This is an optimization exercise on Yosys and OpenROAD, whose aim is small area, not a production implementation.
The RTL was checked by simulation tests, not by an equivalence proof against the original design.
Power figures rest on the tool's default switching activity, not on a simulated workload.

<file path="flow/config.mk">
export PLATFORM = sky130hd
export DESIGN_NAME = maze_memory
export DESIGN_NICKNAME = maze_memory
export VERILOG_FILES = /design/flow/design.v
export SDC_FILE = /design/flow/constraint.sdc
export NUM_CORES = 4
export LEC_CHECK = 0
export CAP_MARGIN = 20
export CORE_MARGIN = 2
export CORE_UTILIZATION = 65
export CTS_BUF_LIST = sky130_fd_sc_hd__clkbuf_16
export CTS_CLUSTER_DIAMETER = 100
export CTS_CLUSTER_SIZE = 24
export SLEW_MARGIN = 20
export SYNTH_HIERARCHICAL = 1
</file>
<file path="flow/constraint.sdc">
create_clock -name core_clock -period 10.0 [get_ports {clk}]
set_input_delay 2.0000 -clock core_clock [delete_from_list [all_inputs] [get_ports {clk}]]
set_output_delay 2.0000 -clock core_clock [all_outputs]
set_load 0.01 [all_outputs]
</file>
<file path="flow/design.v">
module maze_memory_ao22 (
   input  logic a1, a2, b1, b2,
   output logic y
);
   assign y = (a1 & a2) | (b1 & b2);
endmodule
module maze_memory_aoi222 (
   input  logic a1, a2, b1, b2, c1, c2,
   output logic y
);
   assign y = ~((a1 & a2) | (b1 & b2) | (c1 & c2));
endmodule
module maze_memory #(
   parameter int maze_width = 5,
   parameter int CNT_W      = 11
) (
   input  logic                  clk,
   input  logic                  rst_n,
   input  logic                  load_we,
   input  logic [maze_width-1:0] load_row,
   input  logic [maze_width-1:0] load_col,
   input  logic                  load_wall,
   input  logic                  start,
   input  logic                  clear,
   input  logic [maze_width-1:0] row,
   input  logic [maze_width-1:0] col,
   input  logic                  maze_oe,
   input  logic                  maze_we,
   input  logic                  done,
   output logic                  maze_in,
   output logic                  running,
   output logic                  exit_valid,
   output logic [maze_width-1:0] exit_row,
   output logic [maze_width-1:0] exit_col,
   output logic [CNT_W-1:0]      mark_count,
   output logic                  protocol_err
);
   localparam int N  = 1 << maze_width;
   localparam int NG = (N + 2) / 3;         
   logic run_q, fin_q;
   logic in_load;
   logic clr, rd_en, mk_en, ld_en, new_mark, err_set;
   assign in_load = !run_q && !fin_q;
   assign clr     = in_load && start;
   assign rd_en   = run_q && maze_oe;
   assign mk_en   = run_q && maze_we;
   assign ld_en   = in_load && load_we;
   assign err_set = (in_load && (maze_oe || maze_we)) ||
                    (run_q && (load_we || (maze_oe && maze_we)));
   always_ff @(posedge clk or negedge rst_n) begin
      if (!rst_n) begin
         run_q <= 1'b0;
         fin_q <= 1'b0;
      end else begin
         if (clr)                 run_q <= 1'b1;
         else if (run_q && done)  run_q <= 1'b0;
         if (run_q && done)       fin_q <= 1'b1;
         else if (fin_q && clear) fin_q <= 1'b0;
      end
   end
   logic [maze_width-1:0] a_row, a_col;
   logic [N-1:0]          rsel, csel;
   logic [N-1:0]          w_en, w_hold, m_en;
   logic                  keep;
   assign a_row = in_load ? load_row : row;
   assign a_col = in_load ? load_col : col;
   assign keep  = !clr;
   always_comb begin
      for (int i = 0; i < N; i++) begin
         rsel[i]   = (a_row == i);
         csel[i]   = (a_col == i);
         w_en[i]   = ld_en && rsel[i];
         w_hold[i] = !w_en[i];
         m_en[i]   = mk_en && rsel[i];
      end
   end
   logic [N-1:0] wall_q [N];
   logic [N-1:0] wall_d [N];
   logic [N-1:0] vis_q  [N];
   logic [N-1:0] vis_d  [N];
   logic [N-1:0] wall_new;
   for (genvar r = 0; r < N; r++) begin : g_row
      for (genvar c = 0; c < N; c++) begin : g_col
         maze_memory_ao22 u_wall (
            .a1(wall_q[r][c]), .a2(w_hold[r]), .b1(w_en[r]), .b2(wall_new[c]),
            .y(wall_d[r][c]));
         maze_memory_ao22 u_vis (
            .a1(vis_q[r][c]), .a2(keep), .b1(m_en[r]), .b2(csel[c]),
            .y(vis_d[r][c]));
      end
   end
   always_ff @(posedge clk) begin
      for (int r = 0; r < N; r++) begin
         wall_q[r] <= wall_d[r];
         vis_q[r]  <= vis_d[r];
      end
   end
   logic [N-1:0] wall_grp_n [NG];
   logic [N-1:0] vis_grp_n  [NG];
   logic [N-1:0] wall_row, vis_row;
   for (genvar g = 0; g < NG; g++) begin : g_grp
      localparam int R0 = 3 * g;
      localparam int R1 = (3 * g + 1 < N) ? 3 * g + 1 : R0;
      localparam int R2 = (3 * g + 2 < N) ? 3 * g + 2 : R0;
      for (genvar c = 0; c < N; c++) begin : g_col
         maze_memory_aoi222 u_wall (
            .a1(rsel[R0]), .a2(wall_q[R0][c]),
            .b1(rsel[R1]), .b2(wall_q[R1][c]),
            .c1(rsel[R2]), .c2(wall_q[R2][c]),
            .y(wall_grp_n[g][c]));
         maze_memory_aoi222 u_vis (
            .a1(rsel[R0]), .a2(vis_q[R0][c]),
            .b1(rsel[R1]), .b2(vis_q[R1][c]),
            .c1(rsel[R2]), .c2(vis_q[R2][c]),
            .y(vis_grp_n[g][c]));
      end
   end
   always_comb begin
      wall_row = '0;
      vis_row  = '0;
      for (int g = 0; g < NG; g++) begin
         wall_row = wall_row | ~wall_grp_n[g];
         vis_row  = vis_row  | ~vis_grp_n[g];
      end
      for (int c = 0; c < N; c++)
         wall_new[c] = csel[c] ? load_wall : wall_row[c];
   end
   assign new_mark = mk_en && !vis_row[a_col];
   logic                  maze_in_q;
   logic [maze_width-1:0] exit_row_q, exit_col_q;
   logic [CNT_W-1:0]      mark_count_q;
   logic                  protocol_err_q;
   always_ff @(posedge clk or negedge rst_n) begin
      if (!rst_n) begin
         maze_in_q      <= 1'b0;
         exit_row_q     <= '0;
         exit_col_q     <= '0;
         mark_count_q   <= '0;
         protocol_err_q <= 1'b0;
      end else begin
         if (rd_en) maze_in_q <= wall_row[a_col];
         if (run_q && done) begin
            exit_row_q <= row;
            exit_col_q <= col;
         end
         if (clr)           mark_count_q <= '0;
         else if (new_mark) mark_count_q <= mark_count_q + CNT_W'(1);
         if (err_set) protocol_err_q <= 1'b1;
      end
   end
   assign maze_in      = maze_in_q;
   assign running      = run_q;
   assign exit_valid   = fin_q;
   assign exit_row     = exit_row_q;
   assign exit_col     = exit_col_q;
   assign mark_count   = mark_count_q;
   assign protocol_err = protocol_err_q;
endmodule
</file>
<file path="flow/run.sh">
#!/bin/bash
# synth_recipe.tcl (not shown) runs the flow's synth.tcl, then flattens the netlist and writes it again
# the make line also repeats each setting of config.mk as NAME=value (left out here)
make -C /OpenROAD-flow-scripts/flow DESIGN_CONFIG=/design/flow/config.mk WORK_HOME=/design/flow/orfs CLKGATE_MAP_FILE= SYNTH_SCRIPT=/design/flow/synth_recipe.tcl finish
</file>
==> results of run 1 <==
-- per-stage QoR --
stage	util	hold WS, ns	TNS (ns)
floorplan	-	0.455	-2656.85
global placement	0.696	0.464	0
detailed placement	0.698	0.469	0
CTS	0.721	0.492	0
global route	0.729	0.500	0
finish	0.729	0.490	0
-- power by group through the flow --
| stage | combinational, mW | sequential [mW] | clock [mW] |
|---|---|---|---|
| final | 1.68 | 8.54 | 4.36 |
| after global routing | 1.71 | 8.56 | 4.64 |
| after CTS | 1.54 | 8.54 | 4.35 |
| after detailed placement | 1.54 | 8.73 | 0 |
| after global placement | 1.51 | 8.72 | 0 |
| after floorplan | 0.823 | 8.70 | 0 |
-- modules after synthesis, one instance, submodules excluded --
module / cell area, um2 / flops+latches / cells / times used
maze_memory: 45600 / 2073 / 2786 / 1
maze_memory_ao22: 8.76 / 0 / 1 / 2048
maze_memory_aoi222: 10.0 / 0 / 1 / 704
-- layer usage --
metal / wire length, um / vias up / track usage
met1: 95800 / 29300 / 0.586
met4: 9630 / 6 / 0.165
met3: 37700 / 589 / 0.154
li1: - / 24900 / -
met2: 101000 / 4239 / 0.583
met5: 41 / - / 0
-- layout by cell type (no fill, tap or decap), types with 21 or more instances in the layout --
cell,synthesis,final
nor2_2,2,21
nor3_1,73,71
mux2i_4,0,33
a222oi_1,704,704
dfrtp_1,25,25
clkbuf_16,0,99
inv_1,78,50
nand4_1,129,129
clkdlybuf4s50_1,0,53
a22o_1,2048,2048
buf_16,0,30
o22ai_1,26,26
inv_2,0,24
nor2_4,0,43
nand2_1,91,90
nand3_1,71,71
buf_4,1,149
dfxtp_1,2048,2048
-- kinds of logic after synthesis --
family          Yosys count  synth area share
compound gates         2836             0.362
flops                  2073             0.590
buf+inv                 101           0.00600
mux                      45           0.00653
simple gates            480            0.0346
fa+ha+maj                 1          0.000177
xor+xnor                  2          0.000248
-- layout make-up --
| type | instances | area (um2) | area share |
|---|---|---|---|
| Antenna cell | 2 | 5.00 | 0.0000640 |
| Clock buffer | 99 | 2480 | 0.0317 |
| Clock inverter | 11 | 68.8 | 0.000880 |
| Inverter | 78 | 309 | 0.00395 |
| Multi-Input combinational cell | 3364 | 29300 | 0.375 |
| Sequential cell | 2073 | 41600 | 0.532 |
| Tap cell | 1403 | 1760 | 0.0224 |
| Timing Repair Buffer | 244 | 2680 | 0.0343 |
-- registers in the layout (all words and copies together), names as in the netlist --
name and flops:
protocol_err_q 1, exit_col_q 5, wall_q 1024, exit_row_q 5, vis_q 1024, mark_count_q 11
run_q 1, fin_q 1, maze_in_q 1
-- final timing paths --
path,to
min,vis_q[13][19]
max in group asynchronous,run_q
min in group asynchronous,mark_count_q[6]
max,mark_count_q[10]
min reg2reg,vis_q[13][19]
max reg2reg,mark_count_q[1]
-- worst max-delay path, stage by stage --
cell             delay, ns
clkdlybuf4s50_1       0.61
mux2i_1               0.55
nor2_1                0.20
nand2_1               0.29
inv_2                 0.40
buf_4                 0.45
a222oi_1              0.40
nand4_1               0.41
nor3_1                0.39
nor3_1                0.08
nor4_1                0.42
nand4_1               0.37
o21a_1                0.39
or4_1                 0.52
a21oi_1               0.16
==> results.py, run 1 <==
metrics = {
    "outcome": {
        "status": "timing/DRC/antenna clean",
    },
    "timing": {
        "finalCriticalPeriod_ns": 7.01,
        "fmax_mhz": 143,
        "tightest_slew_ns": 1.24,
        "slew_violations": 0,
        "rsz0062_at_grt": "false",
        "setup_ws_ns": 2.99,
        "setup_viol": 0,
        "slew_headroom": 0.168,
        "final_hold_viol_count": 0,
        "fin_crit_sh": 0.701,
        "clock_skew_ns": 0.0315,
    },
    "power_and_ir_drop": {
        "power_frac_comb": 0.115,
        "switching_share": 0.272,
        "seqPwrFrac": 0.586,
        "finalPower_mw": 14.6,
        "clkPwrFrac": 0.299,
        "p_int_mw": 10.6,
        "p_leak_nw": 28.9,
        "p_per_area_nw_per_um2": 186,
        "p_sw_mw": 3.97,
        "irDropWorstVdd_mv": 0.177,
    },
    "clocking": {
        "htreeDepth": 3,
        "cts.clk_slew.worst_paths_ns": 0.09,
        "post_cts_buffers": 0,
        "ctsResizeCount": 0,
        "clk_latency_ns": 0.75,
        "clockBufferDepth": 3,
        "cts_buffers": 96,
        "root_buffer": "clkbuf_16",
        "cts_num_sinks": 2073,
        "cts_hold_buf": 0,
        "cts_tree": "built",
    },
    "global_routing": {
        "grt_pass1_wl_um": 358000,
        "grt_pass1_vias": 55100,
        "antenna_found_initial": 10,
        "grt_usage": 0.418,
        "grt_max_degree": 271,
        "grt_overflow": 0,
    },
    "floorplan": {
        "rows": 120,
        "start_util": 0.657,
        "die-area_um2": 111000,
        "ios": 54,
        "die_h_um": 333,
        "die_width_um": 333,
        "core_um2": 107000,
    },
    "finish": {
        "layout.nets": 5887,
        "areaGrowthSynthToFinish_pct": 10.9,
        "finalNonFillerCells": 7274,
        "final_cell_area_um2": 78200,
        "fillCellCount": 7515,
        "drive_gt1_frac": 0.0767,
    },
    "route": {
        "viasPerCell": 8.11,
        "drc": 0,
        "wl_per_cell_um": 33.5,
        "ant_nets": 0,
        "dr_total_vias": 59000,
        "drt_iter0_drc": 11600,
        "wl_um": 244000,
        "drt_first_pass_iters": 8,
    },
    "yosys": {
        "ys_ff_latch": 2073,
        "yosys_warnings": 15,
        "synth_largest_area_cell": "dfxtp_1",
        "yosys.area.top_type_share": 0.581,
        "syn_area_per_cell_um2": 12.7,
        "synth_nets": 5568,
        "synthCells": 5538,
        "yosysSeqAreaShare": 0.590,
        "synth_edf_count": 0,
        "synth_flop_cell": "dfxtp_1",
        "ys_types": 53,
        "synth_area_leaders": "dfxtp_1 (58%), a22o_1 (25%), a222oi_1 (10%)",
        "syn_area_um2": 70500,
        "async_flop_share": 0.0121,
        "yosys-top-cells-count": "a22o_1 (2048), dfxtp_1 (2048), a222oi_1 (704)",
    },
    "critical_path": {
        "worstPathMaxFanout": 34,
        "worst_ep_arrival_time_ns": 7.67,
        "startpoint": "row[3]",
        "worstPathRequired_ns": 10.66,
        "endpoint_kind": "register",
        "start_kind": "input port",
        "r2r_setup_slack_ns": 3.24,
        "crit_type": "input port to register",
        "reg2reg_from": "run_q",
        "reg2regPathDepth": 16,
    },
    "worst_hold_path": {
        "min_path_cells": 1,
        "min_path_type": "register to register",
        "hold_start": "vis_q[13][19]",
    },
    "place": {
        "dpl_worst_slack_ns": 2.65,
        "placed_cell_area_um2": 74900,
        "port_buffers": 53,
        "gp_congestion": 0.950,
        "dp.cells": 7129,
        "dp.final_hpwl_um": 139000,
    },
    "flow_run": {
        "drv_cap": 0,
    },
}
==> run 2, diff against run 1 <==
--- a/flow/config.mk
+++ b/flow/config.mk
@@ -8,5 +8,5 @@
 export CAP_MARGIN = 20
 export CORE_MARGIN = 2
-export CORE_UTILIZATION = 65
+export CORE_UTILIZATION = 78
 export CTS_BUF_LIST = sky130_fd_sc_hd__clkbuf_16
 export CTS_CLUSTER_DIAMETER = 100
==> run 2 against run 1 <==
  * Fmax rose by 0.34%
  * Setup slack improved by 0.024 ns
  * Clock power barely moved
  * Global-route usage rose by 8.7 points
  * Final area fell by 0.69%
  * Clock-buffer cell count rose by 2
  * Final cell count fell by 3.2%
  * Flip-flop and latch count did not move
  * Sequential share of layout area rose by 0.37 points
  * First-iteration DRC count rose by 20%
  * Via count rose by 4.4%
  * Combinational power barely moved
  * Critical path type unchanged
  * Largest cell class unchanged
==> results.py, run 2 <==
metrics = {
    "global_routing": {
        "grt_pass1_wl_um": 363000,
        "grt_max_degree": 274,
        "antenna_found_initial": 4,
        "grt_use_met1": 0.656,
        "grt_overflow": 0,
        "busiest_layer": "met2",
        "grt_pass1_vias": 59500,
        "grt.met2_usage": 0.713,
        "grt_usage": 0.505,
        "use_met3": 0.208,
    },
    "power_and_ir_drop": {
        "p_leak_nw": 28.9,
        "irDropWorstVdd_mv": 0.196,
        "finalPower_mw": 14.6,
        "p_per_area_nw_per_um2": 188,
    },
    "place": {
        "dpl_worst_slack_ns": 2.64,
        "dp.final_hpwl_um": 138000,
        "port_buffers": 53,
        "dp.cells": 6897,
        "gp_congestion": 0.944,
    },
    "critical_path": {
        "worstPathMaxFanout": 35,
        "reg2reg_from": "fin_q",
        "worst_ep_arrival_time_ns": 7.61,
        "r2r_setup_slack_ns": 3.31,
        "slowest_stage": "nor3_1",
        "endpoint_kind": "register",
        "worstPathRequired_ns": 10.62,
        "start_kind": "input port",
        "reg2regPathDepth": 17,
        "crit_chain": "clkdlybuf4s50_1, mux2i_1, nor2_1, nand2_1, inv_2, buf_4, a222oi_1, nand4_1, nor3_1, o32ai_1, nor4_1, nand4_1, o21a_1, or4_1, a21oi_1",
        "critPathMaxStageDelay_ns": 0.52,
        "critPathMostFrequentCell": "nand4_1",
        "crit_type": "input port to register",
        "r2r-end": "mark_count_q[5]",
    },
    "timing": {
        "setup_tns_ns": 0,
        "final_hold_viol_count": 0,
        "setup_ws_ns": 3.01,
        "setup_viol": 0,
        "clock_skew_ns": 0.0250,
        "rsz0062_at_grt": "false",
        "fmax_mhz": 143,
        "finalCriticalPeriod_ns": 6.99,
        "fin_crit_sh": 0.699,
        "tightest_slew_ns": 1.28,
        "slew_headroom": 0.144,
        "slew_violations": 0,
    },
    "finish": {
        "finalNonFillerCells": 7039,
        "fillCellCount": 4639,
        "areaGrowthSynthToFinish_pct": 10.1,
        "reg.largest.list": "vis_q x1024, wall_q x1024, mark_count_q x11",
        "layout.nets": 5877,
        "drive_gt1_frac": 0.0752,
        "fin_util": 0.865,
        "final_cell_mix": "a22o_1 (2048), dfxtp_1 (2048), a222oi_1 (704)",
    },
    "floorplan": {
        "rows": 110,
        "die_width_um": 305,
        "die-area_um2": 92900,
        "start_util": 0.785,
        "ios": 54,
        "die_h_um": 305,
        "core_um2": 89900,
    },
    "clocking": {
        "cts_hold_buf": 0,
        "cts_buffers": 96,
        "cts_tree": "built",
        "ctsResizeCount": 0,
        "post_cts_buffers": 0,
        "clockBufferDepth": 3,
        "htreeDepth": 3,
        "root_buffer": "clkbuf_16",
        "cts.clk_slew.worst_paths_ns": 0.09,
        "cts_num_sinks": 2073,
        "clk_latency_ns": 0.72,
    },
    "route": {
        "viasPerCell": 8.75,
        "drt_iter0_drc": 14000,
        "dr_total_vias": 61600,
        "drt_first_pass_iters": 14,
        "wl_um": 249000,
        "wl_per_cell_um": 35.4,
        "ant_nets": 0,
        "drc": 0,
    },
    "yosys": {
        "yosysSeqAreaShare": 0.590,
        "synth_top_family_by_area": "compound AO/OA/AOI/OAI gates",
        "synth_adder_area_share": 0.000177,
        "synth_edf_count": 0,
        "synth_xor_area_frac": 0.000248,
        "synthCells": 5538,
        "yosys.area_share.simple": 0.0346,
        "yosys.area.top_type_share": 0.581,
        "synth_nets": 5568,
        "synth.area.mux_share": 0.00653,
        "ys_ff_latch": 2073,
        "synth_largest_area_cell": "dfxtp_1",
        "synth-compound-area-share": 0.362,
        "async_flop_share": 0.0121,
        "syn_area_um2": 70500,
        "ys_types": 53,
        "synth_flop_cell": "dfxtp_1",
        "yosys-top-cells-count": "a22o_1 (2048), dfxtp_1 (2048), a222oi_1 (704)",
        "synth_area_leaders": "dfxtp_1 (58%), a22o_1 (25%), a222oi_1 (10%)",
        "yosys_warnings": 15,
        "syn_area_per_cell_um2": 12.7,
    },
    "worst_hold_path": {
        "holdPathEnd": "vis_q[22][15]",
        "hold_start": "vis_q[22][15]",
        "min_path_cells": 1,
        "min_path_type": "register to register",
    },
    "outcome": {
        "status": "timing/DRC/antenna clean",
    },
    "flow_run": {
        "drv_cap": 0,
    },
}
[run 2: cell count changes in the layout (fill, tap and decap cells not counted), sizes merged]
cell and delta:
clkinvlp +1, clkbuf +2, clkinv -9, buf -10, inv +8
[run 2: Yosys stat by module, one instance, submodules excluded]
| module | times used | flops+latches | cells |
|---|---|---|---|
| maze_memory | 1 | 2073 | 2786 |
| maze_memory_ao22 | 2048 | 0 | 1 |
| maze_memory_aoi222 | 704 | 0 | 1 |
[run 2: area by class of cell]
cell class                 instances  area [um2]  area share
clock buffer                     101        2530      0.0325
inverter                          78         299     0.00385
antenna                            2        5.00   0.0000644
sequential                      2073       41600       0.536
tap                             1176        1470      0.0189
multi-input combinational       3364       29300       0.377
clock inverter                    11        62.6    0.000805
timing repair buffer             234        2440      0.0314
[run 2: cell families after synthesis]
group / count (synthesis)
AOI/OAI and AO/OA: 2836
DFF: 2073
buffers and inverters: 101
xor gates and xnor gates: 2
muxes: 45
adders and majority gates: 1
and+or+nand+nor: 480
[run 2: worst max-delay path: cells and delay by family]
kind,cells,cell delay (ns)
buffers and inverters,3,1.23
and+or+nand+nor,7,2.65
muxes,1,0.50
AOI/OAI and AO/OA,4,1.22
[run 2: worst max-delay path by stage]
stage	slack (ns)	endpoint	cells past startpoint	startpoint
final	3.01	mark_count_q[5]	15	row[3]
after global routing	2.95	mark_count_q[10]	16	load_row[2]
after global placement	2.78	mark_count_q[10]	16	load_row[2]
after CTS	3.38	mark_count_q[10]	16	row[2]
after detailed placement	2.64	mark_count_q[10]	16	row[2]
after floorplan	-2.59	vis_q[0][0]	3	start
[run 2: stage by stage]
stage	cell area, um2	hold slack [ns]
floorplan	70500	0.455
global placement	74300	0.465
detailed placement	74400	0.469
CTS	77000	0.492
global route	77700	0.501
finish	77700	0.491
[run 2: metal layers]
metal  share of wire  up-vias
met5         0.00038        -
met4           0.060       10
met3            0.19     1223
met2            0.41     5846
met1            0.34    29600
li1                -    24900
[run 2: power by group]
| group | leakage, nW | internal [mW] | switching (mW) |
|---|---|---|---|
| Combinational | 10.8 | 0.394 | 1.28 |
| Sequential | 16.8 | 8.42 | 0.119 |
| Clock | 1.30 | 1.81 | 2.55 |
==> run 3, diff against run 2 <==
--- a/flow/config.mk
+++ b/flow/config.mk
@@ -8,8 +8,8 @@
 export CAP_MARGIN = 20
 export CORE_MARGIN = 2
-export CORE_UTILIZATION = 78
-export CTS_BUF_LIST = sky130_fd_sc_hd__clkbuf_16
+export CORE_UTILIZATION = 65
+export CTS_BUF_LIST = sky130_fd_sc_hd__clkbuf_8
 export CTS_CLUSTER_DIAMETER = 100
-export CTS_CLUSTER_SIZE = 24
+export CTS_CLUSTER_SIZE = 16
 export SLEW_MARGIN = 20
 export SYNTH_HIERARCHICAL = 1
==> run 3 against run 2 <==
  * Clock skew up 0.021 ns
  * Fmax up 2.0%
  * Setup slack better by 0.13 ns
  * Utilization down 14 points
  * Wire length is 2.2% lower
  * Final cell count rose by 4.2%
  * Worst hold slack barely moved
  * Register-to-register slack worse by 0.14 ns
  * Non-clock buffer count is 11 higher
  * Highest routed layer unchanged
==> results.py, run 3 <==
metrics = {
    "clocking": {
        "ctsResizeCount": 0,
        "cts.clk_slew.worst_paths_ns": 0.11,
        "cts_buffers": 147,
        "clk_latency_ns": 0.94,
        "htreeDepth": 4,
        "post_cts_buffers": 0,
        "clockBufferDepth": 3,
        "root_buffer": "clkbuf_8",
        "cts_num_sinks": 2073,
        "cts_tree": "built",
        "cts_hold_buf": 0,
    },
    "floorplan": {
        "start_util": 0.657,
        "ios": 54,
        "core_um2": 107000,
        "die_width_um": 333,
        "die-area_um2": 111000,
        "die_h_um": 333,
        "rows": 120,
    },
    "flow_run": {
        "drv_cap": 0,
    },
    "yosys": {
        "synth_area_leaders": "dfxtp_1 (58%), a22o_1 (25%), a222oi_1 (10%)",
        "ys_types": 53,
        "synth.area.mux_share": 0.00653,
        "synth_adder_area_share": 0.000177,
        "yosys.area.top_type_share": 0.581,
        "yosys-top-cells-count": "a22o_1 (2048), dfxtp_1 (2048), a222oi_1 (704)",
        "synth_top_family_by_area": "compound AO/OA/AOI/OAI gates",
        "synth_largest_area_cell": "dfxtp_1",
        "syn_area_um2": 70500,
        "synth_nets": 5568,
        "ys_ff_latch": 2073,
        "synth_xor_area_frac": 0.000248,
        "yosys.area_share.simple": 0.0346,
        "synth_edf_count": 0,
        "synth-compound-area-share": 0.362,
        "synthCells": 5538,
        "yosys_warnings": 15,
        "async_flop_share": 0.0121,
        "syn_area_per_cell_um2": 12.7,
        "synth_flop_cell": "dfxtp_1",
        "yosysSeqAreaShare": 0.590,
    },
    "power_and_ir_drop": {
        "p_sw_mw": 3.99,
        "seqPwrFrac": 0.600,
        "p_per_area_nw_per_um2": 183,
        "p_int_mw": 10.2,
        "power_frac_comb": 0.118,
        "switching_share": 0.280,
        "irDropWorstVdd_mv": 0.171,
        "p_leak_nw": 28.8,
        "clkPwrFrac": 0.282,
    },
    "route": {
        "drc": 0,
        "wl_um": 244000,
        "dr_total_vias": 59200,
        "drt_iter0_drc": 11800,
        "viasPerCell": 8.06,
        "ant_nets": 0,
        "wl_per_cell_um": 33.2,
        "drt_first_pass_iters": 11,
    },
    "finish": {
        "areaGrowthSynthToFinish_pct": 10.5,
        "final_cell_area_um2": 77900,
        "area.sequential_um2": 41600,
        "final_cell_mix": "a22o_1 (2048), dfxtp_1 (2048), a222oi_1 (704)",
        "drive_gt1_frac": 0.0857,
        "fillCellCount": 7573,
        "reg.largest.list": "vis_q x1024, wall_q x1024, mark_count_q x11",
        "layout.nets": 5939,
        "multiInputGateArea_um2": 29300,
    },
    "timing": {
        "slew_headroom": 0.174,
        "rsz0062_at_grt": "false",
        "slew_violations": 0,
        "setup_viol": 0,
        "fmax_mhz": 146,
        "final_hold_viol_count": 0,
        "tightest_slew_ns": 1.23,
        "clock_skew_ns": 0.0464,
        "setup_tns_ns": 0,
        "fin_crit_sh": 0.685,
        "finalCriticalPeriod_ns": 6.85,
        "setup_ws_ns": 3.15,
    },
    "critical_path": {
        "worst_ep_arrival_time_ns": 7.66,
        "crit_end": "mark_count_q[1]",
        "worstPathMaxFanout": 34,
        "reg2regPathDepth": 17,
        "r2r-end": "mark_count_q[1]",
        "r2r_setup_slack_ns": 3.17,
        "worstPathRequired_ns": 10.81,
        "reg2reg_from": "run_q",
        "startpoint": "load_row[4]",
        "endpoint_kind": "register",
        "crit_type": "input port to register",
        "start_kind": "input port",
    },
    "global_routing": {
        "grt_overflow": 0,
        "grt_max_degree": 271,
        "grt_usage": 0.419,
        "grt_pass1_wl_um": 358000,
        "grt_pass1_vias": 55300,
        "antenna_found_initial": 3,
    },
    "place": {
        "port_buffers": 53,
        "placed_cell_area_um2": 74900,
        "dpl_worst_slack_ns": 2.65,
        "dp.final_hpwl_um": 139000,
        "gp_congestion": 0.950,
    },
    "outcome": {
        "status": "timing/DRC/antenna clean",
    },
    "worst_hold_path": {
        "min_path_type": "register to register",
    },
}
## run 3: kinds of logic after synthesis
kind of cell / after synthesis
compound gates: 2836
xor+xnor: 2
fa+ha+maj: 1
buf+inv: 101
flops: 2073
mux: 45
simple gates: 480
## run 3: critical path, cell delays in order
cell             delay (ns)
clkdlybuf4s50_1        0.42
mux2i_1                0.83
nand2_1                0.10
nor2_1                 0.27
nand2_1                0.26
inv_2                  0.79
buf_4                  0.59
a222oi_1               0.18
nand4_1                0.34
nor3_1                 0.12
o22ai_1                0.55
o21ai_1                0.12
nand4_1                0.26
o21a_1                 0.48
mux2i_1                0.25
nor2_1                 0.05
## run 3: power by group through the flow
stage | Clock [mW] | Sequential, mW | Combinational (mW)
2_1_floorplan | 0 | 8.70 | 0.823
3_3_place_gp | 0 | 8.72 | 1.51
3_5_place_dp | 0 | 8.73 | 1.54
4_1_cts | 4.00 | 8.54 | 1.54
5_1_grt | 4.30 | 8.56 | 1.71
6_report | 4.01 | 8.55 | 1.68
## run 3: worst min path at each step
stage | start | to | slack (ns) | cells past startpoint
floorplan | vis_q[0][0] | vis_q[0][0] | 0.45 | 1
global placement | vis_q[18][25] | vis_q[18][25] | 0.46 | 1
detailed placement | wall_q[6][18] | wall_q[6][18] | 0.47 | 1
CTS | vis_q[24][13] | vis_q[24][13] | 0.49 | 1
global route | wall_q[10][9] | wall_q[10][9] | 0.50 | 1
finish | wall_q[25][15] | wall_q[25][15] | 0.49 | 1
## run 3: layout make-up
class | count | area share
diodes | 5 | 0.000161
repair buffers | 245 | 0.0345
multi-input cells | 3364 | 0.376
clock buffers | 157 | 0.0277
well taps | 1403 | 0.0225
flip-flops and latches | 2073 | 0.534
inverters | 78 | 0.00397
clock inverters | 11 | 0.000690
## run 3: modules after synthesis, one instance, submodules excluded
module              cells inside  times used  flops+latches
maze_memory                 2786           1           2073
maze_memory_aoi222             1         704              0
maze_memory_ao22               1        2048              0
## run 3: stage by stage
| stage | util | hold WS [ns] | cells | total power, mW |
|---|---|---|---|---|
| after global routing | 0.726 | 0.502 | 7332 | 14.6 |
| after global placement | 0.696 | 0.464 | 7122 | 10.2 |
| after detailed placement | 0.698 | 0.469 | 7129 | 10.3 |
| after CTS | 0.718 | 0.494 | 7297 | 14.1 |
| final | 0.726 | 0.491 | 7336 | 14.2 |
| after floorplan | - | 0.455 | 5538 | 9.52 |
## run 3: layer usage
layer	up-vias	track usage	wire length [um]	part of all wire
met2	4231	0.583	100000	0.41
met1	29300	0.591	96000	0.39
met5	-	0	57	0.00023
met3	620	0.148	37400	0.15
met4	6	0.168	9660	0.040
li1	25000	-	-	-
==> run 4, diff against run 3 <==
==> flow/flow/run.sh (new file) <==
#!/bin/bash
# Layout flow: the standard ORFS flow (standard.sh, standard synthesis
# unchanged) with two changes to how the layout is built:
#  - ports are buffered with sky130_fd_sc_hd__buf_1 instead of the default
#    delay buffer;
#  - clock tree synthesis clusters up to 24 sinks within 100 um per leaf
#    buffer (clkbuf_16) and inserts no dummy loads.
# The make output goes to flow_make.log; each ORFS step keeps its own log
# under orfs/logs/.
set -euo pipefail
export BUFFER_PORTS_ARGS="-buffer_cell sky130_fd_sc_hd__buf_1"
export CTS_ARGS="-sink_clustering_enable -repair_clock_nets -buf_list sky130_fd_sc_hd__clkbuf_16 -sink_clustering_size 24 -sink_clustering_max_diameter 100 -dont_use_dummy_load"
bash standard.sh > flow_make.log 2>&1
==> flow/standard.sh (new file) <==
#!/bin/bash
# synth_recipe.tcl (not shown) runs the flow's synth.tcl, then flattens the netlist and writes it again
# the make line also repeats each setting of config.mk as NAME=value (left out here)
make -C /OpenROAD-flow-scripts/flow DESIGN_CONFIG=/design/flow/config.mk WORK_HOME=/design/flow/orfs CLKGATE_MAP_FILE= SYNTH_SCRIPT=/design/flow/synth_recipe.tcl "${@:-finish}"
--- a/flow/config.mk
+++ b/flow/config.mk
@@ -9,7 +9,4 @@
 export CORE_MARGIN = 2
 export CORE_UTILIZATION = 65
-export CTS_BUF_LIST = sky130_fd_sc_hd__clkbuf_8
-export CTS_CLUSTER_DIAMETER = 100
-export CTS_CLUSTER_SIZE = 16
 export SLEW_MARGIN = 20
 export SYNTH_HIERARCHICAL = 1
removed: flow/run.sh
==> run 4 against run 3 <==
  * Sequential share of layout area is 0.16 points higher
  * Final cell count is 1.0% lower
  * Fmax is 0.37% higher
  * Combinational power hardly changed
  * Clock-buffer cell count is 61 lower
  * Still clean
  * Utilization is 0.22 points lower
  * Critical path depth is 1 lower
  * Largest power group unchanged
==> results.py, run 4 <==
metrics = {
    "power_and_ir_drop": {
        "power_frac_comb": 0.114,
        "irDropWorstVdd_mv": 0.165,
        "p_sw_mw": 3.93,
        "switching_share": 0.272,
        "seqPwrFrac": 0.590,
        "clkPwrFrac": 0.295,
        "p_per_area_nw_per_um2": 186,
        "p_int_mw": 10.5,
        "finalPower_mw": 14.4,
        "p_leak_nw": 28.7,
    },
    "outcome": {
        "status": "timing/DRC/antenna clean",
    },
    "yosys": {
        "yosys.area.top_type_share": 0.581,
        "syn_area_per_cell_um2": 12.7,
        "yosys_warnings": 15,
        "synth_largest_area_cell": "dfxtp_1",
        "synth_adder_area_share": 0.000177,
        "yosys.area_share.simple": 0.0346,
        "synth-compound-area-share": 0.362,
        "synth.area.mux_share": 0.00653,
        "synth_area_leaders": "dfxtp_1 (58%), a22o_1 (25%), a222oi_1 (10%)",
        "synthCells": 5538,
        "synth_top_family_by_area": "compound AO/OA/AOI/OAI gates",
        "async_flop_share": 0.0121,
        "synth_xor_area_frac": 0.000248,
        "synth_edf_count": 0,
        "yosys-top-cells-count": "a22o_1 (2048), dfxtp_1 (2048), a222oi_1 (704)",
        "ys_types": 53,
        "syn_area_um2": 70500,
        "yosysSeqAreaShare": 0.590,
        "synth_nets": 5568,
        "synth_flop_cell": "dfxtp_1",
        "ys_ff_latch": 2073,
    },
    "clocking": {
        "root_buffer": "clkbuf_16",
        "ctsResizeCount": 0,
        "cts_buffers": 96,
        "cts_num_sinks": 2073,
        "cts.clk_slew.worst_paths_ns": 0.10,
        "clockBufferDepth": 3,
        "cts_hold_buf": 0,
        "cts_tree": "built",
        "post_cts_buffers": 0,
        "clk_latency_ns": 0.74,
        "htreeDepth": 3,
    },
    "floorplan": {
        "core_um2": 107000,
        "start_util": 0.657,
        "die-area_um2": 111000,
        "die_width_um": 333,
        "rows": 120,
        "ios": 54,
        "die_h_um": 333,
    },
    "route": {
        "dr_total_vias": 58700,
        "wl_per_cell_um": 33.5,
        "viasPerCell": 8.09,
        "drc": 0,
        "drt_iter0_drc": 11000,
        "ant_nets": 0,
        "drt_first_pass_iters": 13,
        "wl_um": 243000,
    },
    "place": {
        "port_buffers": 53,
        "dp.cells": 7133,
        "gp_congestion": 0.947,
        "dp.final_hpwl_um": 139000,
    },
    "critical_path": {
        "worst_ep_arrival_time_ns": 7.48,
        "reg2regPathDepth": 17,
        "start_kind": "input port",
        "slowest_stage": "clkinv_2",
        "worstPathMaxFanout": 43,
        "worstPathRequired_ns": 10.65,
        "critPathMostFrequentCell": "nand4_1",
        "critPathMaxStageDelay_ns": 0.78,
        "crit_end": "mark_count_q[10]",
        "r2r-end": "mark_count_q[10]",
        "reg2reg_from": "run_q",
        "r2r_setup_slack_ns": 3.36,
        "crit_type": "input port to register",
        "startpoint": "row[3]",
        "crit_chain": "buf_1, mux2i_1, nor2_1, nand2_1, clkinv_2, buf_4, a222oi_1, nand4_1, nor3_1, o32ai_1, nor4_1, nand4_1, o21a_1, or4_1, a21oi_1",
        "endpoint_kind": "register",
    },
    "timing": {
        "slew_headroom": 0.179,
        "rsz0062_at_grt": "false",
        "clock_skew_ns": 0.0473,
        "fin_crit_sh": 0.683,
        "final_hold_viol_count": 0,
        "fmax_mhz": 146,
        "setup_viol": 0,
        "finalCriticalPeriod_ns": 6.83,
        "slew_violations": 0,
        "tightest_slew_ns": 1.23,
        "fin_worst_hold_slack_ns": 0.489,
    },
    "finish": {
        "areaGrowthSynthToFinish_pct": 10.1,
        "layout.nets": 5888,
        "finalNonFillerCells": 7261,
        "fin_util": 0.724,
        "drive_gt1_frac": 0.0760,
        "final_cell_mix": "a22o_1 (2048), dfxtp_1 (2048), a222oi_1 (704)",
        "reg.largest.list": "vis_q x1024, wall_q x1024, mark_count_q x11",
    },
    "worst_hold_path": {
        "min_path_type": "register to register",
    },
    "global_routing": {
        "antenna_found_initial": 7,
        "grt_max_degree": 273,
        "grt_pass1_wl_um": 357000,
        "grt_overflow": 0,
        "grt_usage": 0.417,
        "grt_pass1_vias": 55000,
    },
    "flow_run": {
        "drv_cap": 0,
    },
}
-- run 4: cell count changes in the layout (fill, tap and decap cells not counted), sizes merged --
| cell | before | now |
|---|---|---|
| inv | 77 | 73 |
| clkinv | 9 | 4 |
| buf | 192 | 244 |
| clkbuf | 157 | 97 |
| clkinvlp | 3 | 1 |
| clkdlybuf4s50 | 53 | 0 |
| diode | 5 | 2 |
-- run 4: cell families (layout without fill, tap and decap cells) --
group,count (synthesis),count (layout)
fa+ha+maj,1,1
mux,45,45
simple gates,480,480
compound gates,2836,2836
xor+xnor,2,2
other cells,0,2
flops,2073,2073
buf+inv,101,419
-- run 4: how the worst min path moves through the flow --
stage | cells after the start | slack (ns) | endpoint | start
after floorplan | 1 | 0.45 | vis_q[0][0] | vis_q[0][0]
after global placement | 2 | 0.46 | protocol_err_q | protocol_err_q
after detailed placement | 1 | 0.47 | vis_q[9][9] | vis_q[9][9]
after CTS | 1 | 0.49 | wall_q[26][7] | wall_q[26][7]
after global routing | 1 | 0.50 | vis_q[18][20] | vis_q[18][20]
final | 1 | 0.49 | wall_q[25][11] | wall_q[25][11]
-- run 4: layout make-up --
type / count / area, um2
Inverter: 78 / 300
Tap cell: 1403 / 1760
Timing Repair Buffer: 245 / 2290
Sequential cell: 2073 / 41600
Fill cell: 7602 / 29700
Multi-Input combinational cell: 3364 / 29300
Antenna cell: 2 / 5.00
Clock buffer: 96 / 2400
-- run 4: through the flow --
step	TNS (ns)	worst slack, ns	cell area [um2]
2_1_floorplan	-2656.85	-2.59	70500
3_3_place_gp	0	3.03	74400
3_5_place_dp	0	2.96	74600
4_1_cts	0	3.70	77000
5_1_grt	0	3.07	77700
6_report	0	3.17	77700
-- run 4: Yosys stat by module (local to each module, per instance) --
module | cells inside | cell area (um2) | flops+latches | copies in the design
maze_memory_ao22 | 1 | 8.76 | 0 | 2048
maze_memory | 2786 | 45600 | 2073 | 1
maze_memory_aoi222 | 1 | 10.0 | 0 | 704
-- run 4: critical path: cells and delay by family --
family | cells | cell delay [ns]
muxes | 1 | 0.49
buffers and inverters | 3 | 1.56
and+or+nand+nor | 7 | 2.35
AOI/OAI and AO/OA | 4 | 1.03
-- run 4: power groups by stage --
stage          Combinational [mW]  Clock (mW)  Sequential, mW
2_1_floorplan               0.823           0            8.70
3_3_place_gp                 1.49           0            8.70
6_report                     1.65        4.26            8.52
3_5_place_dp                 1.52           0            8.71
4_1_cts                      1.52        4.26            8.52
5_1_grt                      1.68        4.53            8.54
-- run 4: routing by layer --
| metal | wire (um) | track usage |
|---|---|---|
| met4 | 8780 | 0.156 |
| met1 | 95800 | 0.587 |
| met3 | 36800 | 0.141 |
| met5 | 157 | 0.00738 |
| met2 | 101000 | 0.591 |
==> run 5, diff against run 4 <==
==> flow/flow/run.sh (replaced) <==
#!/bin/bash
# Layout flow: the standard ORFS flow (standard.sh, standard synthesis
# unchanged) with two changes to how the layout is built:
#  - ports are buffered with sky130_fd_sc_hd__buf_1 instead of the default
#    delay buffer;
#  - clock tree synthesis clusters up to 28 sinks within 100 um per leaf
#    buffer (clkbuf_16) and inserts no dummy loads.
# The make output goes to flow_make.log; each ORFS step keeps its own log
# under orfs/logs/.
set -euo pipefail
export BUFFER_PORTS_ARGS="-buffer_cell sky130_fd_sc_hd__buf_1"
export CTS_ARGS="-sink_clustering_enable -repair_clock_nets -buf_list sky130_fd_sc_hd__clkbuf_16 -sink_clustering_size 28 -sink_clustering_max_diameter 100 -dont_use_dummy_load"
bash standard.sh > flow_make.log 2>&1
--- a/flow/config.mk
+++ b/flow/config.mk
@@ -8,5 +8,5 @@
 export CAP_MARGIN = 20
 export CORE_MARGIN = 2
-export CORE_UTILIZATION = 65
+export CORE_UTILIZATION = 70
 export SLEW_MARGIN = 20
 export SYNTH_HIERARCHICAL = 1
==> run 5 against run 4 <==
  * Clock-buffer cell count is 12 lower
  * Area after synthesis stayed put
  * Non-clock buffer count is 15 lower
  * Die area is 7.1% lower
  * Final area is 0.98% lower
  * Clock skew is 0.037 ns higher
  * Via count is 0.77% higher
  * Clock power is 6.6% lower
  * Total power is 2.3% lower
  * Global-route usage is 2.0 points higher
  * Synthesized cell count stayed put
  * Critical path type unchanged
  * Critical endpoint unchanged
  * Highest routed layer unchanged
==> results.py, run 5 <==
metrics = {
    "power_and_ir_drop": {
        "p_per_area_nw_per_um2": 183,
        "finalPower_mw": 14.1,
        "irDropWorstVdd_mv": 0.198,
        "p_leak_nw": 28.4,
    },
    "finish": {
        "areaGrowthSynthToFinish_pct": 9.05,
        "reg.largest.list": "vis_q x1024, wall_q x1024, mark_count_q x11",
        "layout.nets": 5861,
        "final_cell_mix": "a22o_1 (2048), dfxtp_1 (2048), a222oi_1 (704)",
        "drive_gt1_frac": 0.0717,
    },
    "worst_hold_path": {
        "min_path_type": "register to register",
        "holdPathEnd": "vis_q[25][14]",
        "min_path_cells": 1,
        "hold_start": "vis_q[25][14]",
    },
    "timing": {
        "rsz0062_at_grt": "false",
        "fin_crit_sh": 0.646,
        "fin_worst_hold_slack_ns": 0.494,
        "clock_skew_ns": 0.0847,
        "slew_violations": 0,
        "slew_headroom": 0.195,
        "final_hold_viol_count": 0,
        "setup_tns_ns": 0,
        "tightest_slew_ns": 1.20,
        "fmax_mhz": 155,
        "setup_viol": 0,
        "finalCriticalPeriod_ns": 6.46,
    },
    "critical_path": {
        "crit_type": "input port to register",
        "startpoint": "load_row[3]",
        "worstPathRequired_ns": 10.64,
        "r2r_setup_slack_ns": 3.61,
        "reg2reg_from": "fin_q",
        "endpoint_kind": "register",
        "r2r-end": "mark_count_q[10]",
        "worstPathMaxFanout": 48,
        "reg2regPathDepth": 17,
        "worst_ep_arrival_time_ns": 7.11,
        "start_kind": "input port",
    },
    "route": {
        "drc": 0,
        "viasPerCell": 8.30,
        "drt_first_pass_iters": 10,
        "wl_um": 236000,
        "drt_iter0_drc": 11700,
        "ant_nets": 0,
        "dr_total_vias": 59200,
        "wl_per_cell_um": 33.1,
    },
    "yosys": {
        "synth_adder_area_share": 0.000177,
        "synth_flop_cell": "dfxtp_1",
        "synth-compound-area-share": 0.362,
        "synth_edf_count": 0,
        "yosysSeqAreaShare": 0.590,
        "syn_area_um2": 70500,
        "async_flop_share": 0.0121,
        "syn_area_per_cell_um2": 12.7,
        "synth_largest_area_cell": "dfxtp_1",
        "synth_nets": 5568,
        "synth_xor_area_frac": 0.000248,
        "synthCells": 5538,
        "yosys-top-cells-count": "a22o_1 (2048), dfxtp_1 (2048), a222oi_1 (704)",
        "ys_types": 53,
        "yosys.area_share.simple": 0.0346,
        "synth_top_family_by_area": "compound AO/OA/AOI/OAI gates",
        "yosys.area.top_type_share": 0.581,
        "yosys_warnings": 15,
        "synth.area.mux_share": 0.00653,
        "ys_ff_latch": 2073,
        "synth_area_leaders": "dfxtp_1 (58%), a22o_1 (25%), a222oi_1 (10%)",
    },
    "global_routing": {
        "grt_pass1_vias": 55600,
        "grt_usage": 0.437,
        "grt_pass1_wl_um": 349000,
        "grt_max_degree": 230,
        "antenna_found_initial": 8,
        "grt_overflow": 0,
    },
    "floorplan": {
        "die_h_um": 321,
        "die_width_um": 321,
        "core_um2": 100000,
        "ios": 54,
        "start_util": 0.705,
        "rows": 116,
        "die-area_um2": 103000,
    },
    "clocking": {
        "cts_tree": "built",
        "root_buffer": "clkbuf_16",
        "htreeDepth": 3,
        "cts_hold_buf": 0,
        "cts_num_sinks": 2073,
        "clockBufferDepth": 3,
        "cts.clk_slew.worst_paths_ns": 0.10,
        "clk_latency_ns": 0.73,
        "ctsResizeCount": 0,
        "cts_buffers": 84,
        "post_cts_buffers": 0,
    },
    "place": {
        "dp.final_hpwl_um": 140000,
        "port_buffers": 53,
        "gp_congestion": 1.04,
    },
    "flow_run": {
        "drv_cap": 0,
    },
    "outcome": {
        "status": "timing/DRC/antenna clean",
    },
}
[run 5: cell families (layout without fill, tap and decap cells)]
| logic type | Yosys count | after routing |
|---|---|---|
| XOR/XNOR | 2 | 2 |
| buffers and inverters | 101 | 392 |
| flip-flops | 2073 | 2073 |
| adder cells (fa/ha/maj) | 1 | 1 |
| multiplexers | 45 | 45 |
| other | 0 | 2 |
| AND/OR/NAND/NOR | 480 | 480 |
| AO/OA/AOI/OAI | 2836 | 2836 |
[run 5: worst max-delay path, stage by stage]
cell	delay (ns)
buf_1	0.17
mux2i_1	0.89
nor3_1	0.26
nand2_1	0.25
inv_2	0.23
buf_4	0.41
a222oi_1	0.44
nand3_1	0.40
nor3_1	0.33
o22ai_1	0.14
o21ai_1	0.17
nand4_1	0.29
o21a_1	0.38
or4_1	0.52
a21oi_1	0.15
[run 5: through the flow]
| stage | util | cells | area (um2) | setup WS (ns) |
|---|---|---|---|---|
| floorplan | - | 5538 | 70500 | -2.59 |
| global placement | 0.742 | 7018 | 74200 | 3.24 |
| detailed placement | 0.744 | 7026 | 74400 | 3.20 |
| CTS | 0.765 | 7110 | 76500 | 3.95 |
| global route | 0.769 | 7127 | 76900 | 3.49 |
| finish | 0.769 | 7129 | 76900 | 3.54 |
[run 5: metal layers]
metal	vias to the layer above	track usage	part of all wire
met1	29200	0.599	0.38
met3	706	0.145	0.15
met2	4473	0.632	0.42
li1	24800	-	-
met4	8	0.185	0.041
met5	-	0	0.00023
[run 5: final cells by class]
cell class                      count  area [um2]
Antenna cell                        2        5.00
Clock buffer                       84        2100
Fill cell                        6630       23100
Inverter                           78         299
Multi-Input combinational cell   3364       29300
Sequential cell                  2073       41600
Tap cell                         1298        1620
Timing Repair Buffer              230        2010
[run 5: report_power, final]
group	switching, mW	internal [mW]
sequential	0.110	8.43
combinational	1.24	0.353
clock	2.47	1.52
total	3.81	10.3
[run 5: Yosys stat by module (local to each module, per instance)]
module / area (um2) / times used
maze_memory: 45600 / 1
maze_memory_aoi222: 10.0 / 704
maze_memory_ao22: 8.76 / 2048
[run 5: worst max-delay path by stage]
stage                                   to  slack (ns)  cells past startpoint
final                     mark_count_q[10]        3.54                     15
after global routing      mark_count_q[10]        3.49                     15
after CTS                 mark_count_q[10]        3.95                     16
after detailed placement  mark_count_q[10]        3.20                     16
after global placement    mark_count_q[10]        3.24                     16
after floorplan                vis_q[0][0]       -2.59                      3
==> run 6, diff against run 5 <==
--- a/flow/config.mk
+++ b/flow/config.mk
@@ -8,5 +8,5 @@
 export CAP_MARGIN = 20
 export CORE_MARGIN = 2
-export CORE_UTILIZATION = 70
+export CORE_UTILIZATION = 76
 export SLEW_MARGIN = 20
 export SYNTH_HIERARCHICAL = 1
==> run 6 against run 5 <==
  * Still clean on timing, DRC and antenna
  * Synthesized cell count unchanged
  * Total power is 0.18% higher
  * Wire length grew 1.1%
  * Setup slack worse by 0.32 ns
  * Critical endpoint unchanged
==> results.py, run 6 <==
metrics = {
    "place": {
        "placed_cell_area_um2": 74100,
        "port_buffers": 53,
        "gp_congestion": 0.951,
        "dpl_worst_slack_ns": 2.97,
        "dp.final_hpwl_um": 137000,
    },
    "critical_path": {
        "worstPathMaxFanout": 40,
        "start_kind": "register",
        "slowest_stage": "mux2i_1",
        "worstPathRequired_ns": 10.62,
        "crit_chain": "nor2_2, buf_4, mux2i_1, nor2_1, and2_1, nand2_1, inv_2, buf_4, a222oi_1, nand4_1, nor3_1, nor3_1, nor4_1, nand4_1, o21a_1, or4_1, a21oi_1",
        "worst_ep_arrival_time_ns": 7.40,
        "reg2reg_from": "fin_q",
        "critPathTopFamily": "simple AND/OR/NAND/NOR gates",
        "crit_type": "register to register",
        "critPathMaxStageDelay_ns": 0.86,
        "endpoint_kind": "register",
        "crit_buf_inv": 3,
        "startpoint": "fin_q",
    },
    "yosys": {
        "synth_flop_cell": "dfxtp_1",
        "async_flop_share": 0.0121,
        "yosys_warnings": 15,
        "synth_nets": 5568,
        "synth_largest_area_cell": "dfxtp_1",
        "synth_area_leaders": "dfxtp_1 (58%), a22o_1 (25%), a222oi_1 (10%)",
        "yosys.area.top_type_share": 0.581,
        "syn_area_um2": 70500,
        "yosysSeqAreaShare": 0.590,
        "ys_types": 53,
        "synth_edf_count": 0,
        "ys_ff_latch": 2073,
        "syn_area_per_cell_um2": 12.7,
        "synthCells": 5538,
        "yosys-top-cells-count": "a22o_1 (2048), dfxtp_1 (2048), a222oi_1 (704)",
    },
    "route": {
        "wl_per_cell_um": 33.7,
        "ant_nets": 0,
        "drc": 0,
        "dr_total_vias": 60200,
        "viasPerCell": 8.52,
        "wl_um": 238000,
        "drt_first_pass_iters": 14,
        "drt_iter0_drc": 14100,
    },
    "finish": {
        "fillCellCount": 5107,
        "drive_gt1_frac": 0.0717,
        "reg.largest.list": "vis_q x1024, wall_q x1024, mark_count_q x11",
        "final_cell_area_um2": 77000,
        "final_cell_mix": "a22o_1 (2048), dfxtp_1 (2048), a222oi_1 (704)",
        "areaGrowthSynthToFinish_pct": 9.21,
        "layout.nets": 5858,
        "fin_util": 0.839,
    },
    "global_routing": {
        "grt_max_degree": 273,
        "grt_pass1_vias": 57100,
        "grt_usage": 0.476,
        "grt_pass1_wl_um": 349000,
        "grt_overflow": 0,
        "antenna_found_initial": 11,
    },
    "clocking": {
        "ctsResizeCount": 0,
        "root_buffer": "clkbuf_16",
        "post_cts_buffers": 0,
        "cts_buffers": 84,
        "cts_num_sinks": 2073,
        "clk_latency_ns": 0.72,
        "cts_tree": "built",
        "htreeDepth": 3,
        "clockBufferDepth": 3,
        "cts.clk_slew.worst_paths_ns": 0.11,
        "cts_hold_buf": 0,
    },
    "timing": {
        "fin_worst_hold_slack_ns": 0.493,
        "slew_headroom": 0.145,
        "setup_viol": 0,
        "tightest_slew_ns": 1.28,
        "setup_ws_ns": 3.22,
        "final_hold_viol_count": 0,
        "slew_violations": 0,
        "rsz0062_at_grt": "false",
        "finalCriticalPeriod_ns": 6.78,
        "fmax_mhz": 147,
        "clock_skew_ns": 0.0622,
        "fin_crit_sh": 0.678,
    },
    "floorplan": {
        "die-area_um2": 95300,
        "ios": 54,
        "rows": 111,
        "core_um2": 91800,
        "start_util": 0.768,
        "die_h_um": 309,
        "die_width_um": 309,
    },
    "power_and_ir_drop": {
        "p_per_area_nw_per_um2": 183,
        "irDropWorstVdd_mv": 0.265,
        "p_leak_nw": 28.5,
        "p_sw_mw": 3.83,
        "clkPwrFrac": 0.281,
        "seqPwrFrac": 0.605,
        "switching_share": 0.271,
        "p_int_mw": 10.3,
        "finalPower_mw": 14.1,
        "power_frac_comb": 0.115,
    },
    "worst_hold_path": {
        "hold_start": "vis_q[1][3]",
        "min_path_type": "register to register",
    },
    "outcome": {
        "status": "timing/DRC/antenna clean",
    },
    "flow_run": {
        "drv_cap": 0,
    },
}
-- run 6: cell counts after synthesis --
Identical to the previous run, type by type.
-- run 6: cell families after synthesis --
logic type | share of synthesized area
flops | 0.590
xor+xnor | 0.000248
compound gates | 0.362
buf+inv | 0.00600
fa+ha+maj | 0.000177
simple gates | 0.0346
mux | 0.00653
-- run 6: stage by stage --
step / setup TNS, ns / std cells
after CTS: 0 / 7038
after global routing: 0 / 7069
after floorplan: -2656.85 / 5538
final: 0 / 7073
after global placement: 0 / 6952
after detailed placement: 0 / 6954
-- run 6: worst register-to-register path, delay by kind of cell (launching register included) --
kind                   cells  cell delay, ns
AND/OR/NAND/NOR           10            2.99
AO/OA/AOI/OAI              3            0.90
buffers and inverters      3            1.21
multiplexers               1            0.88
flip-flops                 1            0.70
-- run 6: final cells by class --
class | count | area [um2] | area share
Antenna cell | 4 | 10.0 | 0.000130
Multi-Input combinational cell | 3364 | 29300 | 0.380
Sequential cell | 2073 | 41600 | 0.540
Clock buffer | 84 | 2100 | 0.0273
Tap cell | 1243 | 1560 | 0.0202
Inverter | 78 | 299 | 0.00388
Timing Repair Buffer | 227 | 2160 | 0.0281
-- run 6: path summary, 6_finish.rpt --
kind	slack, ns	depth (start not counted)	end
hold / removal	0.49	1	vis_q[1][3]
min in group asynchronous	1.41	1	exit_row_q[0]
hold reg to reg	0.49	1	vis_q[1][3]
max in group asynchronous	7.99	1	mark_count_q[7]
setup reg to reg	3.22	17	mark_count_q[10]
setup / recovery	3.22	17	mark_count_q[10]
-- run 6: power by group through the flow --
| stage | clock (mW) | combinational, mW | sequential, mW |
|---|---|---|---|
| floorplan | 0 | 0.823 | 8.70 |
| global placement | 0 | 1.42 | 8.71 |
| detailed placement | 0 | 1.45 | 8.72 |
| CTS | 3.94 | 1.46 | 8.53 |
| global route | 4.22 | 1.64 | 8.56 |
| finish | 3.97 | 1.62 | 8.55 |
-- run 6: per-layer routing --
layer,track usage,part of all wire,vias to the layer above
met2,0.682,0.42,5198
met3,0.177,0.17,865
met4,0.223,0.049,12
li1,-,-,24800
met1,0.640,0.36,29300
met5,0,0.00034,-
-- run 6: per-module statistics from Yosys, one instance, submodules excluded --
module,area [um2],cells inside,copies in the design
maze_memory_aoi222,10.0,1,704
maze_memory_ao22,8.76,1,2048
maze_memory,45600,2786,1
==> run 7, diff against run 6 <==
--- a/flow/design.v
+++ b/flow/design.v
@@ -10,4 +10,10 @@
 );
    assign y = ~((a1 & a2) | (b1 & b2) | (c1 & c2));
+endmodule
+module maze_memory_muxi (
+   input  logic s, a0, a1,
+   output logic y
+);
+   assign y = ~(s ? a1 : a0);
 endmodule
 module maze_memory #(
@@ -75,14 +81,14 @@
       end
    end
-   logic [N-1:0] wall_q [N];
-   logic [N-1:0] wall_d [N];
+   logic [N-1:0] wall_n_q [N];    
+   logic [N-1:0] wall_n_d [N];
    logic [N-1:0] vis_q  [N];
    logic [N-1:0] vis_d  [N];
-   logic [N-1:0] wall_new;
+   logic [N-1:0] wall_new_n [2];   
    for (genvar r = 0; r < N; r++) begin : g_row
       for (genvar c = 0; c < N; c++) begin : g_col
          maze_memory_ao22 u_wall (
-            .a1(wall_q[r][c]), .a2(w_hold[r]), .b1(w_en[r]), .b2(wall_new[c]),
-            .y(wall_d[r][c]));
+            .a1(wall_n_q[r][c]), .a2(w_hold[r]), .b1(w_en[r]),
+            .b2(wall_new_n[r/(N/2)][c]), .y(wall_n_d[r][c]));
          maze_memory_ao22 u_vis (
             .a1(vis_q[r][c]), .a2(keep), .b1(m_en[r]), .b2(csel[c]),
@@ -92,5 +98,5 @@
    always_ff @(posedge clk) begin
       for (int r = 0; r < N; r++) begin
-         wall_q[r] <= wall_d[r];
+         wall_n_q[r] <= wall_n_d[r];
          vis_q[r]  <= vis_d[r];
       end
@@ -98,5 +104,5 @@
    logic [N-1:0] wall_grp_n [NG];
    logic [N-1:0] vis_grp_n  [NG];
-   logic [N-1:0] wall_row, vis_row;
+   logic [N-1:0] wall_n_row, wall_row, vis_row;
    for (genvar g = 0; g < NG; g++) begin : g_grp
       localparam int R0 = 3 * g;
@@ -105,7 +111,7 @@
       for (genvar c = 0; c < N; c++) begin : g_col
          maze_memory_aoi222 u_wall (
-            .a1(rsel[R0]), .a2(wall_q[R0][c]),
-            .b1(rsel[R1]), .b2(wall_q[R1][c]),
-            .c1(rsel[R2]), .c2(wall_q[R2][c]),
+            .a1(rsel[R0]), .a2(wall_n_q[R0][c]),
+            .b1(rsel[R1]), .b2(wall_n_q[R1][c]),
+            .c1(rsel[R2]), .c2(wall_n_q[R2][c]),
             .y(wall_grp_n[g][c]));
          maze_memory_aoi222 u_vis (
@@ -117,12 +123,17 @@
    end
    always_comb begin
-      wall_row = '0;
+      wall_n_row = '0;
       vis_row  = '0;
       for (int g = 0; g < NG; g++) begin
-         wall_row = wall_row | ~wall_grp_n[g];
+         wall_n_row = wall_n_row | ~wall_grp_n[g];
          vis_row  = vis_row  | ~vis_grp_n[g];
       end
-      for (int c = 0; c < N; c++)
-         wall_new[c] = csel[c] ? load_wall : wall_row[c];
+      wall_row = ~wall_n_row;
+   end
+   for (genvar c = 0; c < N; c++) begin : g_new
+      for (genvar h = 0; h < 2; h++) begin : g_half
+         maze_memory_muxi u_new (
+            .s(csel[c]), .a0(wall_row[c]), .a1(load_wall), .y(wall_new_n[h][c]));
+      end
    end
    assign new_mark = mk_en && !vis_row[a_col];
--- a/flow/config.mk
+++ b/flow/config.mk
@@ -8,5 +8,5 @@
 export CAP_MARGIN = 20
 export CORE_MARGIN = 2
-export CORE_UTILIZATION = 76
+export CORE_UTILIZATION = 70
 export SLEW_MARGIN = 20
 export SYNTH_HIERARCHICAL = 1
==> run 7 against run 6 <==
  * Still clean
  * Clock skew grew 0.0038 ns
  * Sequential power is essentially flat
  * Final cell count grew 2.8%
  * Setup slack lost 0.64 ns
  * Sequential share of layout area shrank 0.10 points
  * Global-route usage shrank 4.2 points
  * Utilization shrank 7.1 points
  * Wire length shrank 0.71%
  * Synthesized cell count grew 1.1%
  * Flip-flop and latch count is the same
  * Critical path depth shrank 2
  * Critical endpoint is now mark_count_q[7]
  * Highest routed layer unchanged
==> results.py, run 7 <==
metrics = {
    "finish": {
        "areaGrowthSynthToFinish_pct": 8.58,
        "reg.largest.list": "vis_q x1024, wall_n_q x1024, mark_count_q x11",
        "layout.nets": 5946,
        "final_cell_area_um2": 77200,
        "fin_util": 0.768,
        "drive_gt1_frac": 0.0705,
        "final_cell_mix": "a22o_1 (2048), dfxtp_1 (2048), a222oi_1 (705)",
    },
    "yosys": {
        "synth-compound-area-share": 0.361,
        "synth_top_family_by_area": "compound AO/OA/AOI/OAI gates",
        "synth_largest_area_cell": "dfxtp_1",
        "ys_ff_latch": 2073,
        "synth_adder_area_share": 0.000176,
        "async_flop_share": 0.0121,
        "yosys.area_share.simple": 0.0358,
        "synth_xor_area_frac": 0,
        "synth_nets": 5628,
        "synthCells": 5598,
        "yosys_warnings": 16,
        "ys_types": 59,
        "synth.area.mux_share": 0.0120,
        "synth_area_leaders": "dfxtp_1 (58%), a22o_1 (25%), a222oi_1 (9.9%)",
        "syn_area_um2": 71100,
        "synth_edf_count": 0,
        "syn_area_per_cell_um2": 12.7,
        "yosys-top-cells-count": "a22o_1 (2048), dfxtp_1 (2048), a222oi_1 (705)",
        "synth_flop_cell": "dfxtp_1",
        "yosys.area.top_type_share": 0.577,
        "yosysSeqAreaShare": 0.586,
    },
    "global_routing": {
        "grt_max_degree": 246,
        "grt_overflow": 0,
        "antenna_found_initial": 13,
        "grt_pass1_vias": 55600,
        "grt_pass1_wl_um": 349000,
        "grt_usage": 0.434,
    },
    "timing": {
        "final_hold_viol_count": 0,
        "slew_headroom": 0.163,
        "setup_tns_ns": 0,
        "clock_skew_ns": 0.0660,
        "rsz0062_at_grt": "false",
        "finalCriticalPeriod_ns": 7.42,
        "tightest_slew_ns": 1.25,
        "fmax_mhz": 135,
        "slew_violations": 0,
        "fin_crit_sh": 0.742,
        "setup_viol": 0,
    },
    "critical_path": {
        "critPathMaxStageDelay_ns": 0.93,
        "r2r_setup_slack_ns": 2.58,
        "worstPathMaxFanout": 77,
        "critPathMostFrequentCell": "nand4_1",
        "endpoint_kind": "register",
        "cp_num_cells": 15,
        "startpoint": "run_q",
        "slowest_stage": "nor2_4",
        "start_kind": "register",
        "crit_buf_inv": 2,
        "crit_chain": "nor2_4, mux2i_1, nor2_1, nand2_1, inv_4, buf_4, a222oi_1, nand4_1, nor2_1, nand4_1, a222oi_1, nand4_1, o22ai_2, a21oi_1, a31o_2",
        "worstPathRequired_ns": 10.59,
        "critPathTopFamily": "simple AND/OR/NAND/NOR gates",
        "worst_ep_arrival_time_ns": 8.01,
        "reg2reg_from": "run_q",
        "r2r-end": "mark_count_q[7]",
        "crit_type": "register to register",
        "reg2regPathDepth": 15,
    },
    "outcome": {
        "status": "timing/DRC/antenna clean",
    },
    "route": {
        "drt_first_pass_iters": 10,
        "drc": 0,
        "drt_iter0_drc": 12300,
        "ant_nets": 0,
        "dr_total_vias": 59600,
        "wl_um": 237000,
        "wl_per_cell_um": 32.5,
        "viasPerCell": 8.20,
    },
    "worst_hold_path": {
        "min_path_cells": 1,
        "min_path_type": "register to register",
        "hold_start": "vis_q[22][1]",
        "holdPathEnd": "vis_q[22][1]",
    },
    "clocking": {
        "htreeDepth": 3,
        "post_cts_buffers": 0,
        "cts_num_sinks": 2073,
        "cts.clk_slew.worst_paths_ns": 0.10,
        "cts_tree": "built",
        "cts_buffers": 84,
        "clk_latency_ns": 0.71,
        "clockBufferDepth": 3,
        "cts_hold_buf": 0,
        "ctsResizeCount": 0,
        "root_buffer": "clkbuf_16",
    },
    "place": {
        "gp_congestion": 0.973,
        "placed_cell_area_um2": 74800,
        "dp.final_hpwl_um": 139000,
        "port_buffers": 53,
    },
    "floorplan": {
        "ios": 54,
        "rows": 116,
        "die_h_um": 323,
        "die-area_um2": 104000,
        "die_width_um": 323,
        "core_um2": 100000,
        "start_util": 0.708,
    },
    "power_and_ir_drop": {
        "p_per_area_nw_per_um2": 182,
        "irDropWorstVdd_mv": 0.156,
        "p_leak_nw": 28.7,
    },
    "flow_run": {
        "drv_cap": 0,
    },
}
## run 7: final cells by class
class	count	area [um2]
inverters	74	288
repair buffers	257	1960
clock buffers	84	2100
multi-input cells	3426	29500
diodes	1	2.50
fillers	6723	23300
flip-flops and latches	2073	41600
well taps	1357	1700
## run 7: power breakdown
part,total (mW),leakage [nW],internal [mW],switching (mW)
combinational,1.54,10.8,0.336,1.20
clock,3.97,1.04,1.52,2.46
sequential,8.52,16.8,8.41,0.110
total,14.0,28.7,10.3,3.77
## run 7: modules after synthesis, one instance, submodules excluded
module / flops+latches / copies in the design / cells / area (um2)
maze_memory_ao22: 0 / 2048 / 1 / 8.76
maze_memory_muxi: 0 / 64 / 1 / 10.0
maze_memory_aoi222: 0 / 704 / 1 / 10.0
maze_memory: 2073 / 1 / 2782 / 45500
## run 7: how the worst max path moves through the flow
stage,endpoint,slack (ns)
2_1_floorplan,run_q,1.55
3_3_place_gp,mark_count_q[10],2.95
3_5_place_dp,mark_count_q[10],2.92
4_1_cts,mark_count_q[7],3.31
5_1_grt,mark_count_q[10],2.62
6_report,mark_count_q[7],2.58
## run 7: worst register-to-register path, delay by kind of cell (launching register included)
family                 cells  cell delay (ns)
and+or+nand+nor            7             2.91
muxes                      1             0.90
DFF                        1             0.77
AOI/OAI and AO/OA          5             2.05
buffers and inverters      2             0.71
## run 7: logic make-up (layout without fill, tap and decap cells)
| kind of cell | count (synthesis) | after routing |
|---|---|---|
| flip-flops | 2073 | 2073 |
| AO/OA/AOI/OAI | 2843 | 2843 |
| AND/OR/NAND/NOR | 499 | 499 |
| other | 0 | 1 |
| multiplexers | 83 | 83 |
| buffers and inverters | 99 | 415 |
| adder cells (fa/ha/maj) | 1 | 1 |
## run 7: stage by stage
| step | instances | total power [mW] | setup slack [ns] | hold slack, ns |
|---|---|---|---|---|
| 4_1_cts | 7260 | 13.9 | 3.31 | 0.486 |
| 2_1_floorplan | 5598 | 9.50 | 1.55 | 0.455 |
| 3_5_place_dp | 7176 | 10.1 | 2.92 | 0.469 |
| 3_3_place_gp | 7175 | 10.1 | 2.95 | 0.458 |
| 5_1_grt | 7272 | 14.4 | 2.62 | 0.503 |
| 6_report | 7272 | 14.0 | 2.58 | 0.484 |
## run 7: layer usage
metal  vias to the layer above  track usage  wire length (um)
met5                         -            0               130
met4                        20        0.156              9110
met3                       623        0.144             36700
met2                      4521        0.623             98700
met1                     29400        0.611             92000
li1                      25100            -                 -

-- what the ideal ports hide --
In the flow no input, the clock included, has a driving cell. The finished layouts below were timed again as built, in two steps.
Step 1 sets driving cells, clkbuf_16 on the clock port and buf_2 on the other inputs (assumed; they add their load-dependent delay and slew).
Step 2 times the ports against the registers' clock, not the clock port: input delays grow and output delays shrink by t, the midpoint of the rising clock arrivals with the driver on.
a / b / c = ideal / step 1 / step 2; a / b = the first two.
run | t (ns) | setup WS [ns] | worst register clock-pin slew, ns | worst data-port slew with drivers (ns)
run 1 | 0.809 | 2.988 / 3.044 / 2.235 | 0.10 / 0.10 | 0.06
run 2 | 0.784 | 3.013 / 3.068 / 2.284 | 0.10 / 0.10 | 0.05
run 3 | 0.994 | 3.147 / 3.168 / 2.203 | 0.12 / 0.12 | 0.06
run 4 | 0.789 | 3.173 / 3.223 / 2.434 | 0.10 / 0.10 | 0.18
run 5 | 0.765 | 3.538 / 3.585 / 2.820 | 0.12 / 0.12 | 0.13
run 6 | 0.766 | 3.218 / 3.218 / 2.588 | 0.12 / 0.12 | 0.17
run 7 | 0.770 | 2.576 / 2.576 / 2.310 | 0.12 / 0.12 | 0.19
After both steps setup and hold are still met in every run listed. The setup slack of run 3, which loses most, moves by +0.021 ns with the drivers and by -0.944 ns with both steps.
